What follows belongs to an exercise in optimizing a design on an open flow for small area; a production flow would make more cautious choices. Power and IR drop assume default switching activity.

==> flow/design.v <==
`default_nettype none
package cgra_tile_pkg;
    localparam int DATA_W = 32;
    localparam int LOOP_W = 5;
    typedef struct packed {
        logic              valid;
        logic [DATA_W-1:0] data;
    } flit_t;
    localparam int FLIT_W = DATA_W + 1;
    typedef enum logic [4:0] {
        ADD, SUB, AND, OR, XOR, SHL, SHR, SELECT,
        LOAD_W, LOAD_H, LOAD_B,
        STORE_W, STORE_H, STORE_B,
        SET_LOOP, NOP
    } opcode_e;
    typedef enum logic [2:0] {
        SRC_NORTH  = 3'd0,
        SRC_EAST   = 3'd1,
        SRC_SOUTH  = 3'd2,
        SRC_WEST   = 3'd3,
        SRC_TREG   = 3'd4,
        SRC_UNUSED = 3'd7
    } src_e;
    typedef struct packed {
        logic [30:0] reserved;
        logic [15:0] constant;
        logic        pred_inv;
        logic        const_flag;
        opcode_e     opcode;
        logic        treg_we;
        src_e        pred_src;
        src_e        lhs_src;
        src_e        rhs_src;
    } ctrl_alu_t;
    typedef struct packed {
        logic [36:0]       reserved;
        logic [LOOP_W-1:0] loop_end;
        logic [LOOP_W-1:0] loop_start;
        logic              pred_inv;
        logic              const_flag;
        opcode_e           opcode;
        logic              treg_we;
        src_e              pred_src;
        src_e              lhs_src;
        src_e              rhs_src;
    } ctrl_loop_t;
    typedef union packed {
        ctrl_alu_t  alu;
        ctrl_loop_t loop;
    } ctrl_word_u;
    typedef struct packed {
        logic              valid;
        logic              fire;
        opcode_e           opcode;
        flit_t             rhs;
        flit_t             lhs;
        logic              use_const;
        logic [DATA_W-1:0] constant;
        logic              treg_we;
    } exec_t;
endpackage
`default_nettype wire
`default_nettype none
package cgra_mem_pkg;
    localparam int MEM_ADDR_W = 9;
    localparam int MEM_DATA_W = 32;
    localparam int MEM_BE_W   = MEM_DATA_W / 8;
    localparam logic [MEM_BE_W-1:0] BE_NONE = 4'b0000;
    localparam logic [MEM_BE_W-1:0] BE_WORD = 4'b1111;
    localparam logic [MEM_BE_W-1:0] BE_HALF = 4'b0011;
    localparam logic [MEM_BE_W-1:0] BE_BYTE = 4'b0001;
    typedef enum logic [1:0] {
        WORD = 2'd0,
        HALF = 2'd1,
        BYTE = 2'd2
    } mem_size_e;
    typedef struct packed {
        logic                  read;
        logic                  write;
        logic [MEM_ADDR_W-1:0] addr;
        logic [MEM_BE_W-1:0]   be;
        logic [MEM_DATA_W-1:0] wdata;
    } mem_req_t;
endpackage
`default_nettype wire
`timescale 1ns/1ps
`default_nettype none
module cgra_tile
(
    input  logic         clk,
    input  logic         reset,
    input  logic         i_start_exec,
    input  logic [63:0]  i_ctrl,
    input  logic [3:0]   i_flit_valid,
    input  logic [127:0] i_flit_data,
    input  logic [31:0]  i_mem_rdata,
    output logic         o_result_valid,
    output logic [31:0]  o_result_data,
    output logic         o_mem_read,
    output logic         o_mem_write,
    output logic [8:0]   o_mem_addr,
    output logic [3:0]   o_mem_be,
    output logic [31:0]  o_mem_wdata,
    output logic [4:0]   o_loop_start,
    output logic [4:0]   o_loop_end
);
    logic [2:0]  rs, ls, ps;
    logic [4:0]  op;
    logic        cf, pinv, twe;
    logic [15:0] k;
    assign rs   = i_ctrl[2:0];
    assign ls   = i_ctrl[5:3];
    assign ps   = i_ctrl[8:6];
    assign twe  = i_ctrl[9];
    assign op   = i_ctrl[14:10];
    assign cf   = i_ctrl[15];
    assign pinv = i_ctrl[16];
    assign k    = i_ctrl[32:17];
    logic        treg_v;
    logic [31:0] treg_d;
    function automatic logic [31:0] pick_data(input logic [2:0] src,
                                              input logic [127:0] fd,
                                              input logic [31:0] td);
        if (src[2])
            pick_data = src[0] ? 32'd0 : td;
        else
            pick_data = fd[32*src[1:0] +: 32];
    endfunction
    function automatic logic pick_valid(input logic [2:0] src,
                                        input logic [3:0] fv,
                                        input logic tv);
        if (src[2])
            pick_valid = (src[1:0] == 2'd0) & tv;
        else
            pick_valid = fv[src[1:0]];
    endfunction
    logic [31:0] rhs_d, lhs_d;
    logic        rv, lv, pv, pnz;
    logic [3:0]  fnz;
    assign rhs_d = pick_data(rs, i_flit_data, treg_d);
    assign lhs_d = pick_data(ls, i_flit_data, treg_d);
    assign rv    = pick_valid(rs, i_flit_valid, treg_v);
    assign lv    = pick_valid(ls, i_flit_valid, treg_v);
    assign pv    = pick_valid(ps, i_flit_valid, treg_v);
    assign fnz[0] = |i_flit_data[31:0];
    assign fnz[1] = |i_flit_data[63:32];
    assign fnz[2] = |i_flit_data[95:64];
    assign fnz[3] = |i_flit_data[127:96];
    assign pnz    = ps[2] ? (|treg_d) : fnz[ps[1:0]];
    logic is_sel, pred_ok, fire;
    assign is_sel  = (op == 5'd7);
    assign pred_ok = (ps == 3'd7) | (pv & (pnz ^ pinv));
    assign fire    = i_start_exec & pred_ok &
                     (is_sel ? (rv | lv | cf)
                             : (((rs == 3'd7) | rv) & (cf | (ls == 3'd7) | lv)));
    logic [31:0] a, b;
    assign a = cf ? {{16{k[15]}}, k} : lhs_d;
    assign b = rhs_d;
    logic        op_add, op_sub, op_and, op_or, op_xor, op_shl, op_shr;
    logic        op_ld, op_st, sz_h, sz_b;
    assign op_add = (op == 5'd0);
    assign op_sub = (op == 5'd1);
    assign op_and = (op == 5'd2);
    assign op_or  = (op == 5'd3);
    assign op_xor = (op == 5'd4);
    assign op_shl = (op == 5'd5);
    assign op_shr = (op == 5'd6);
    assign op_ld  = (op == 5'd8) | (op == 5'd9) | (op == 5'd10);
    assign op_st  = (op == 5'd11) | (op == 5'd12) | (op == 5'd13);
    assign sz_h   = (op == 5'd9) | (op == 5'd12);
    assign sz_b   = (op == 5'd10) | (op == 5'd13);
    logic [31:0] sum;
    logic [31:0] bx, pp, gg;
    logic [31:0] G, P;
    logic [32:0] cc;
    assign bx = b ^ {32{op_sub}};
    assign pp = a ^ bx;
    always_comb
    begin
        gg = a & bx;
        gg[0] = (a[0] & bx[0]) | (pp[0] & op_sub);
        G = gg; P = pp;
        for (int d = 1; d < 32; d = d * 2)
            for (int i = 2*d - 1; i < 32; i = i + 2*d)
            begin
                G[i] = G[i] | (P[i] & G[i-d]);
                P[i] = P[i] & P[i-d];
            end
        for (int d = 8; d >= 1; d = d / 2)
            for (int i = 3*d - 1; i < 32; i = i + 2*d)
            begin
                G[i] = G[i] | (P[i] & G[i-d]);
                P[i] = P[i] & P[i-d];
            end
        cc[0] = op_sub;
        for (int i = 0; i < 32; i++) cc[i+1] = G[i];
    end
    assign sum = pp ^ cc[31:0];
    logic [31:0] a_rev, sh_in, s0, s1, s2, s3, sh_out, sh_rev;
    always_comb
        for (int i = 0; i < 32; i++)
            a_rev[i] = a[31-i];
    assign sh_in  = op_shl ? a_rev : a;
    assign s0     = b[4] ? {16'd0, sh_in[31:16]} : sh_in;
    assign s1     = b[3] ? {8'd0,  s0[31:8]}     : s0;
    assign s2     = b[2] ? {4'd0,  s1[31:4]}     : s1;
    assign s3     = b[1] ? {2'd0,  s2[31:2]}     : s2;
    assign sh_out = b[0] ? {1'd0,  s3[31:1]}     : s3;
    always_comb
        for (int i = 0; i < 32; i++)
            sh_rev[i] = sh_out[31-i];
    logic [3:0]  tt;
    logic [31:0] lu;
    always_comb
    begin
        case (op)
            5'd2:                 tt = 4'b1000;             
            5'd3:                 tt = 4'b1110;             
            5'd4:                 tt = 4'b0110;             
            5'd7:                 tt = rv ? 4'b1010 : 4'b1100;
            5'd11, 5'd12, 5'd13:  tt = 4'b1010;             
            default:              tt = 4'b0000;
        endcase
        for (int i = 0; i < 32; i++)
            lu[i] = tt[{a[i], b[i]}];
    end
    logic [31:0] p_next;
    assign p_next = ({32{op_add | op_sub}} & sum)
                  | ({32{op_shl}} & sh_rev)
                  | ({32{op_shr}} & sh_out)
                  | lu;
    logic        fire1, twe1, ld1, st1, h1, b1;
    logic [31:0] p1;
    logic [10:0] a1;
    always_ff @(posedge clk)
    begin
        if (reset)
        begin
            fire1 <= 1'b0;
            twe1  <= 1'b0;
        end
        else
        begin
            fire1 <= fire;
            twe1  <= i_start_exec & twe;
        end
        ld1 <= op_ld;
        st1 <= op_st;
        h1  <= sz_h;
        b1  <= sz_b;
        p1  <= p_next;
        a1  <= a[10:0];
    end
    always_ff @(posedge clk)
    begin
        if (reset)
        begin
            o_loop_start <= '0;
            o_loop_end   <= '0;
        end
        else if (i_start_exec && op == 5'd14)
        begin
            o_loop_start <= i_ctrl[21:17];
            o_loop_end   <= i_ctrl[26:22];
        end
    end
    logic [3:0] be1;
    logic       acc1;
    always_comb
    begin
        if (b1)
            be1 = 4'b0001 << a1[1:0];
        else if (h1)
            be1 = a1[0] ? 4'b0000 : (a1[1] ? 4'b1100 : 4'b0011);
        else
            be1 = 4'b1111;
    end
    assign acc1 = fire1 & ~(h1 & a1[0]);
    logic fire2, twe2, ld2, st2;
    always_ff @(posedge clk)
    begin
        if (reset)
        begin
            o_mem_read  <= 1'b0;
            o_mem_write <= 1'b0;
            fire2       <= 1'b0;
            twe2        <= 1'b0;
        end
        else
        begin
            o_mem_read  <= acc1 & ld1;
            o_mem_write <= acc1 & st1;
            fire2       <= fire1;
            twe2        <= twe1;
        end
        ld2         <= ld1;
        st2         <= st1;
        o_mem_addr  <= a1[10:2];
        o_mem_be    <= be1;
        o_mem_wdata <= b1 ? {4{p1[7:0]}} : h1 ? {2{p1[15:0]}} : p1;
    end
    logic        fire3, twe3, ld3, st3;
    logic [3:0]  be3;
    logic [31:0] p3;
    always_ff @(posedge clk)
    begin
        if (reset)
        begin
            fire3 <= 1'b0;
            twe3  <= 1'b0;
        end
        else
        begin
            fire3 <= fire2;
            twe3  <= twe2;
        end
        ld3 <= ld2;
        st3 <= st2;
        be3 <= o_mem_be;
        p3  <= o_mem_wdata;
    end
    logic [31:0] ld_val, res;
    always_comb
    begin
        case (be3)
            4'b1111: ld_val = i_mem_rdata;
            4'b0011: ld_val = {16'd0, i_mem_rdata[15:0]};
            4'b1100: ld_val = {16'd0, i_mem_rdata[31:16]};
            4'b0001: ld_val = {24'd0, i_mem_rdata[7:0]};
            4'b0010: ld_val = {24'd0, i_mem_rdata[15:8]};
            4'b0100: ld_val = {24'd0, i_mem_rdata[23:16]};
            4'b1000: ld_val = {24'd0, i_mem_rdata[31:24]};
            default: ld_val = 32'd0;
        endcase
    end
    assign res = ld3 ? ld_val : (st3 ? 32'd0 : p3);
    always_ff @(posedge clk)
    begin
        if (reset)
        begin
            o_result_valid <= 1'b0;
            treg_v         <= 1'b0;
        end
        else
        begin
            o_result_valid <= fire3;
            if (twe3)
                treg_v <= fire3;
        end
        o_result_data <= res;
        if (twe3)
            treg_d <= res;
    end
endmodule
`default_nettype wire
==> flow/config.mk <==
export PLATFORM = sky130hd
export DESIGN_NAME = cgra_tile
export DESIGN_NICKNAME = cgra_tile
export VERILOG_FILES = /design/flow/design.v
export SDC_FILE = /design/flow/constraint.sdc
export NUM_CORES = 4
export LEC_CHECK = 0
export CAP_MARGIN = 20
export CORE_MARGIN = 2
export CORE_UTILIZATION = 40
export SLEW_MARGIN = 20
==> flow/constraint.sdc <==
create_clock -name core_clock -period 5.5 [get_ports {clk}]
set_input_delay 1.1000 -clock core_clock [delete_from_list [all_inputs] [get_ports {clk}]]
set_output_delay 1.1000 -clock core_clock [all_outputs]
set_load 0.01 [all_outputs]
standard.sh (not shown) runs the stock make flow with config.mk's settings and CLKGATE_MAP_FILE= SYNTH_SCRIPT=/design/flow/synth_recipe.tcl, a recipe that flattens the netlist after the stock synthesis.
==> flow/flow/run.sh <==
#!/bin/bash
# The standard layout, with the port buffers made from the smallest buffer cell
set -euo pipefail
export BUFFER_PORTS_ARGS="-buffer_cell sky130_fd_sc_hd__buf_1"
bash standard.sh finish > make_finish.log 2>&1
Change:
--- a/flow/design.v
+++ b/flow/design.v
@@ -168,69 +168,31 @@
     assign op_ld  = (op == 5'd8) | (op == 5'd9) | (op == 5'd10);
     assign op_st  = (op == 5'd11) | (op == 5'd12) | (op == 5'd13);
     assign sz_h   = (op == 5'd9) | (op == 5'd12);
     assign sz_b   = (op == 5'd10) | (op == 5'd13);
     logic [31:0] sum;
-    logic [31:0] bx, pp, gg;
-    logic [31:0] G, P;
-    logic [32:0] cc;
-    assign bx = b ^ {32{op_sub}};
-    assign pp = a ^ bx;
-    always_comb
-    begin
-        gg = a & bx;
-        gg[0] = (a[0] & bx[0]) | (pp[0] & op_sub);
-        G = gg; P = pp;
-        for (int d = 1; d < 32; d = d * 2)
-            for (int i = 2*d - 1; i < 32; i = i + 2*d)
-            begin
-                G[i] = G[i] | (P[i] & G[i-d]);
-                P[i] = P[i] & P[i-d];
-            end
-        for (int d = 8; d >= 1; d = d / 2)
-            for (int i = 3*d - 1; i < 32; i = i + 2*d)
-            begin
-                G[i] = G[i] | (P[i] & G[i-d]);
-                P[i] = P[i] & P[i-d];
-            end
-        cc[0] = op_sub;
-        for (int i = 0; i < 32; i++) cc[i+1] = G[i];
-    end
-    assign sum = pp ^ cc[31:0];
-    logic [31:0] a_rev, sh_in, s0, s1, s2, s3, sh_out, sh_rev;
+    assign sum = a + (b ^ {32{op_sub}}) + {31'd0, op_sub};
+    logic [31:0] a_rev, sh_in, sh_out, sh_rev;
     always_comb
         for (int i = 0; i < 32; i++)
             a_rev[i] = a[31-i];
     assign sh_in  = op_shl ? a_rev : a;
-    assign s0     = b[4] ? {16'd0, sh_in[31:16]} : sh_in;
-    assign s1     = b[3] ? {8'd0,  s0[31:8]}     : s0;
-    assign s2     = b[2] ? {4'd0,  s1[31:4]}     : s1;
-    assign s3     = b[1] ? {2'd0,  s2[31:2]}     : s2;
-    assign sh_out = b[0] ? {1'd0,  s3[31:1]}     : s3;
+    assign sh_out = sh_in >> b[4:0];
     always_comb
         for (int i = 0; i < 32; i++)
             sh_rev[i] = sh_out[31-i];
-    logic [3:0]  tt;
-    logic [31:0] lu;
-    always_comb
-    begin
-        case (op)
-            5'd2:                 tt = 4'b1000;             
-            5'd3:                 tt = 4'b1110;             
-            5'd4:                 tt = 4'b0110;             
-            5'd7:                 tt = rv ? 4'b1010 : 4'b1100;
-            5'd11, 5'd12, 5'd13:  tt = 4'b1010;             
-            default:              tt = 4'b0000;
-        endcase
-        for (int i = 0; i < 32; i++)
-            lu[i] = tt[{a[i], b[i]}];
-    end
+    logic [31:0] st_data;
+    assign st_data = sz_b ? {4{b[7:0]}} : sz_h ? {2{b[15:0]}} : b;
     logic [31:0] p_next;
     assign p_next = ({32{op_add | op_sub}} & sum)
+                  | ({32{op_and}} & (a & b))
+                  | ({32{op_or}}  & (a | b))
+                  | ({32{op_xor}} & (a ^ b))
                   | ({32{op_shl}} & sh_rev)
                   | ({32{op_shr}} & sh_out)
-                  | lu;
+                  | ({32{is_sel}} & (rv ? b : a))
+                  | ({32{op_st}}  & st_data);
     logic        fire1, twe1, ld1, st1, h1, b1;
     logic [31:0] p1;
     logic [10:0] a1;
     always_ff @(posedge clk)
     begin
@@ -295,11 +257,11 @@
         end
         ld2         <= ld1;
         st2         <= st1;
         o_mem_addr  <= a1[10:2];
         o_mem_be    <= be1;
-        o_mem_wdata <= b1 ? {4{p1[7:0]}} : h1 ? {2{p1[15:0]}} : p1;
+        o_mem_wdata <= p1;
     end
     logic        fire3, twe3, ld3, st3;
     logic [3:0]  be3;
     logic [31:0] p3;
     always_ff @(posedge clk)
The new run finished with timing, DRC and antenna clean.
Sequential share of layout area fell by 2.7 points.
Global-route usage rose by 1.6 points.
Wire length rose by 19%.
Cell count rose by 15%.
Power rose by 7.2%.
Synthesized area rose by 15%.
Die area rose by 14%.
Utilization fell by 0.60 points.
Function was not checked in any run of this note: the RTL went through the layout flow alone.

## port drivers added, routing unchanged
In the flow no input, the clock included, has a driving cell. The finished layouts below were timed again as built, in two steps. Step 1 assumes that a clkbuf_16 drives the clock port and a buf_2 every other input. Step 2 times the ports against the registers' clock, not the clock port: input delays grow and output delays shrink by t, the midpoint of the rising clock arrivals with the driver on. Slacks: ideal ports / drivers / drivers and shift; pairs: ideal ports / drivers.
run | t (ns) | setup WS [ns] | hold slack, ns | latest minus earliest clock arrival (ns) | slew at the worst register clock pin (ns)
the first run | 0.584 | 0.258 / 0.286 / -0.298 | 0.319 / 0.319 / 0.319 | 0.012 / 0.012 | 0.06 / 0.06
the second run | 0.613 | 0.203 / 0.235 / -0.378 | 0.286 / 0.286 / 0.286 | 0.047 / 0.048 | 0.07 / 0.07
Met with ideal ports but missed after step 2: setup timing in the first run and the second run. The setup slack of the second run, which loses most, moves by +0.032 ns with the drivers and by -0.581 ns with both steps.
